This is an optimization exercise on Yosys and OpenROAD, whose aim is small area, a short achievable clock period and few clock cycles, not a production implementation.
Where RTL was checked, it was by simulation tests only, not by an equivalence proof against the original.

Design matrix_saddle_point_count, start of the top module:
module matrix_saddle_point_count #(
  parameter int MAX_ROWS = 16,
  parameter int MAX_COLS = 16
) (
  input  logic                              clk_i,
  input  logic                              rst_ni,
  input  logic                              elem_valid_i,
  output logic                              elem_ready_o,
  input  logic signed [msp_pkg::DATA_W-1:0] elem_value_i,
  output logic                              count_valid_o,
  input  logic                              count_ready_i,
  output logic [msp_pkg::COUNT_W-1:0]       count_o,
  input  logic                              cfg_we_i,
  input  logic [msp_pkg::CFG_IDX_W-1:0]     cfg_idx_i,
  input  logic [msp_pkg::CFG_W-1:0]         cfg_data_i
);
For scale: about 1200 flip-flops, about 33000 um^2 of cells after synthesis.
export LEC_CHECK = 0
export ABC_AREA = 1
export CAP_MARGIN = 20
export CORE_MARGIN = 2
export CORE_UTILIZATION = 65
export CTS_BUF_LIST = sky130_fd_sc_hd__clkbuf_4 sky130_fd_sc_hd__clkbuf_8
export CTS_CLUSTER_DIAMETER = 50
export CTS_CLUSTER_SIZE = 16
export PLACE_DENSITY = 0.75
export SLEW_MARGIN = 20
export SYNTH_MEMORY_MAX_BITS = 16384
create_clock -name core_clock -period 8.0 [get_ports {clk_i}]
standard.sh (not shown) runs the stock make flow with config.mk's settings and CLKGATE_MAP_FILE= SYNTH_SCRIPT=/design/flow/synth_recipe.tcl, a recipe that flattens the netlist after the stock synthesis.
==> flow/flow/run.sh <==
#!/bin/bash
# Standard layout, with timing repair aimed below the clock period: the repair steps
# work towards a setup slack of SETUP_SLACK_MARGIN ns at the design's clock period.
set -euo pipefail
bash standard.sh SETUP_SLACK_MARGIN=5.7 finish > standard_flow.log 2>&1
The starting point ran to the end with no violations.
Edit:
--- a/flow/flow/run.sh
+++ b/flow/flow/run.sh
@@ -5 +5 @@
-bash standard.sh SETUP_SLACK_MARGIN=5.7 finish > standard_flow.log 2>&1
+bash standard.sh SETUP_SLACK_MARGIN=5.25 finish > standard_flow.log 2>&1
Outcome: First-iteration DRC count shrinks by 12%; wire length shrinks by 16%; synthesized area stays the same.
Edit:
--- a/flow/flow/run.sh
+++ b/flow/flow/run.sh
@@ -5 +5 @@
-bash standard.sh SETUP_SLACK_MARGIN=5.25 finish > standard_flow.log 2>&1
+bash standard.sh SETUP_SLACK_MARGIN=5.4 finish > standard_flow.log 2>&1
- CORE_UTILIZATION: 65 -> 80
- PLACE_DENSITY: 0.75 -> 0.86
Design area came out higher by 0.40%; clock skew came out higher by 0.0095 ns; hold slack stays flat.
Function was not checked in any run of this note: the RTL went through the layout flow alone.

---

## job 101
matrix_saddle_point_count, a different RTL version from the one above (not shown whole).
Size in the first run: about 1200 flip-flops, roughly 55 I/O pins, about 0.033 mm² of cells after synthesis.
## matrix_saddle_point_count
module matrix_saddle_point_count #(
  parameter int MAX_ROWS = 16,
  parameter int MAX_COLS = 16
) (
  input  logic                              clk_i,
  input  logic                              rst_ni,
  input  logic                              elem_valid_i,
  output logic                              elem_ready_o,
  input  logic signed [msp_pkg::DATA_W-1:0] elem_value_i,
  output logic                              count_valid_o,
  input  logic                              count_ready_i,
  output logic [msp_pkg::COUNT_W-1:0]       count_o,
  input  logic                              cfg_we_i,
  input  logic [msp_pkg::CFG_IDX_W-1:0]     cfg_idx_i,
  input  logic [msp_pkg::CFG_W-1:0]         cfg_data_i
);
  localparam int DW = msp_pkg::DATA_W;
  typedef logic signed [DW-1:0] data_t;
  logic [3:0] rows_m1, cols_m1;    
  logic [3:0] ring_m1_q;           
  logic [3:0] ring_m1_d;
  function automatic logic [3:0] eff_m1(input logic [4:0] v);
    logic [4:0] t;
    t = v - 5'd1;
    if (v == 5'd0)       eff_m1 = 4'd0;
    else if (v > 5'd16)  eff_m1 = 4'd15;
    else                 eff_m1 = t[3:0];
  endfunction
  assign ring_m1_d = (cols_m1 == 4'd0) ? 4'd1 : cols_m1;
  function automatic logic [3:0] inc_ring(input logic [3:0] v, input logic [3:0] m1);
    inc_ring = (v == m1) ? 4'd0 : v + 4'd1;
  endfunction
  logic       ready_q;
  logic       ld_first_q;       
  logic [3:0] ld_col_q;         
  logic [3:0] ld_row_q;         
  logic       ld_lastcol_q;     
  logic       ld_lastrow_q;     
  ...
==> flow/config.mk <==
export PLATFORM = sky130hd
export DESIGN_NAME = matrix_saddle_point_count
export DESIGN_NICKNAME = matrix_saddle_point_count
export VERILOG_FILES = /design/flow/design.v
export SDC_FILE = /design/flow/constraint.sdc
export NUM_CORES = 4
export LEC_CHECK = 0
export ABC_AREA = 1
export CAP_MARGIN = 20
export CORE_MARGIN = 2
export CORE_UTILIZATION = 55
export CTS_BUF_LIST = sky130_fd_sc_hd__clkbuf_16
export CTS_CLUSTER_DIAMETER = 80
export CTS_CLUSTER_SIZE = 30
export PLACE_DENSITY = 0.65
export SLEW_MARGIN = 20
export SYNTH_MEMORY_MAX_BITS = 16384
export TNS_END_PERCENT = 10
==> flow/constraint.sdc <==
create_clock -name core_clock -period 8.0 [get_ports {clk_i}]
set_input_delay 1.6000 -clock core_clock [delete_from_list [all_inputs] [get_ports {clk_i}]]
set_output_delay 1.6000 -clock core_clock [all_outputs]
set_load 0.01 [all_outputs]
==> flow/flow/run.sh <==
#!/bin/bash
# Standard layout (bash standard.sh), with settings passed to ORFS's make:
#  - SETUP_SLACK_MARGIN: timing repair aims for this much setup slack at the design's
#    clock period, i.e. for a shorter period than the design's;
#  - BUFFER_PORTS_ARGS: every input and output port still gets its buffer, as a buf_1
#    (the repair steps may resize it) instead of the default delay-cell buffer;
#  - SKIP_GATE_CLONING: timing repair does not clone gates.
set -euo pipefail
bash standard.sh SETUP_SLACK_MARGIN=5.3 "BUFFER_PORTS_ARGS=-buffer_cell sky130_fd_sc_hd__buf_1" SKIP_GATE_CLONING=1 finish > standard_flow.log 2>&1
Testbench counts of job 101, summed over its fixed seeds: cycles 13,850.
diff inputs: job 101 => job 102
==> flow/flow/run.sh <==
#!/bin/bash
# Standard layout (bash standard.sh), with two settings passed to ORFS's make:
#  - SETUP_SLACK_MARGIN: timing repair aims for this much setup slack at the design's
#    clock period, i.e. for a shorter period than the design's;
#  - BUFFER_PORTS_ARGS: every input and output port still gets its buffer, as a buf_1
#    (the repair steps may resize it) instead of the default delay-cell buffer.
set -euo pipefail
bash standard.sh SETUP_SLACK_MARGIN=5.3 "BUFFER_PORTS_ARGS=-buffer_cell sky130_fd_sc_hd__buf_1" finish > standard_flow.log 2>&1
diff --git a/flow/config.mk b/flow/config.mk
--- a/flow/config.mk
+++ b/flow/config.mk
@@ -10,7 +10,7 @@
 export CORE_MARGIN = 2
-export CORE_UTILIZATION = 55
-export CTS_BUF_LIST = sky130_fd_sc_hd__clkbuf_16
-export CTS_CLUSTER_DIAMETER = 80
-export CTS_CLUSTER_SIZE = 30
-export PLACE_DENSITY = 0.65
+export CORE_UTILIZATION = 65
+export CTS_BUF_LIST = sky130_fd_sc_hd__clkbuf_4 sky130_fd_sc_hd__clkbuf_8
+export CTS_CLUSTER_DIAMETER = 50
+export CTS_CLUSTER_SIZE = 16
+export PLACE_DENSITY = 0.75
 export SLEW_MARGIN = 20
Results
Job 102 finished every stage and its layout cleared the timing, design-rule and antenna checks. Job 102 vs job 101: maximum clock frequency up slightly. The highest routing layer actually used comes out met4 in one run and met5 in the other, namely in job 102 and job 101 respectively. Changes observed in job 102 relative to job 101: post-layout minimum cycle time decreased by 0.013 ns relative to the old numbers, final clock period utilization by the worst path decreased by 0.16 points relative to the old numbers, routed metal-1 wirelength decreased by 1.6% relative to the old numbers, cell count decreased by 67 relative to the old numbers, met1 demand-to-capacity share in global routing increased by 4.7 points relative to the old numbers. The synthesized instance count on job 101 is in line with that on job 102. Job 101 -> job 102: setup-violating endpoint count in the final report delta 0, exact match. Final standard cell area without fillers: job 102 lower than job 101.

==> what the ideal ports hide <==
In the flow no input, the clock included, has a driving cell. The finished layouts below were timed again as built, in two steps.
Step 1, drivers: a clkbuf_16 drives clk_i and a buf_2 each remaining input, both assumed.
Step 2 times the ports against the registers' clock, not the clock port: input delays grow and output delays shrink by t, the midpoint of the rising clock arrivals with the driver on.
a / b / c = ideal ports / drivers / drivers and shift; a / b = the first two.
run | t, ns | slack for setup (ns) | hold WS [ns] | worst setup path at the end
the first run of note 1 | 0.767 | 5.127 / 5.067 / 5.057 | 0.308 / 0.308 / 0.308 | input to register
the second run of note 1 | 0.746 | 5.174 / 5.119 / 4.782 | 0.319 / 0.319 / 0.319 | input to register
the third run of note 1 | 0.750 | 5.140 / 5.085 / 4.758 | 0.317 / 0.317 / 0.317 | input to register
job 101 | 0.677 | 5.095 / 5.033 / 4.946 | 0.313 / 0.313 / 0.313 | input to register
job 102 | 0.736 | 5.108 / 5.054 / 4.989 | 0.315 / 0.315 / 0.315 | input to register
After both steps every run listed still meets setup and hold. The setup slack of the second run of note 1, which loses most, moves by -0.055 ns with the drivers and by -0.392 ns with both steps.
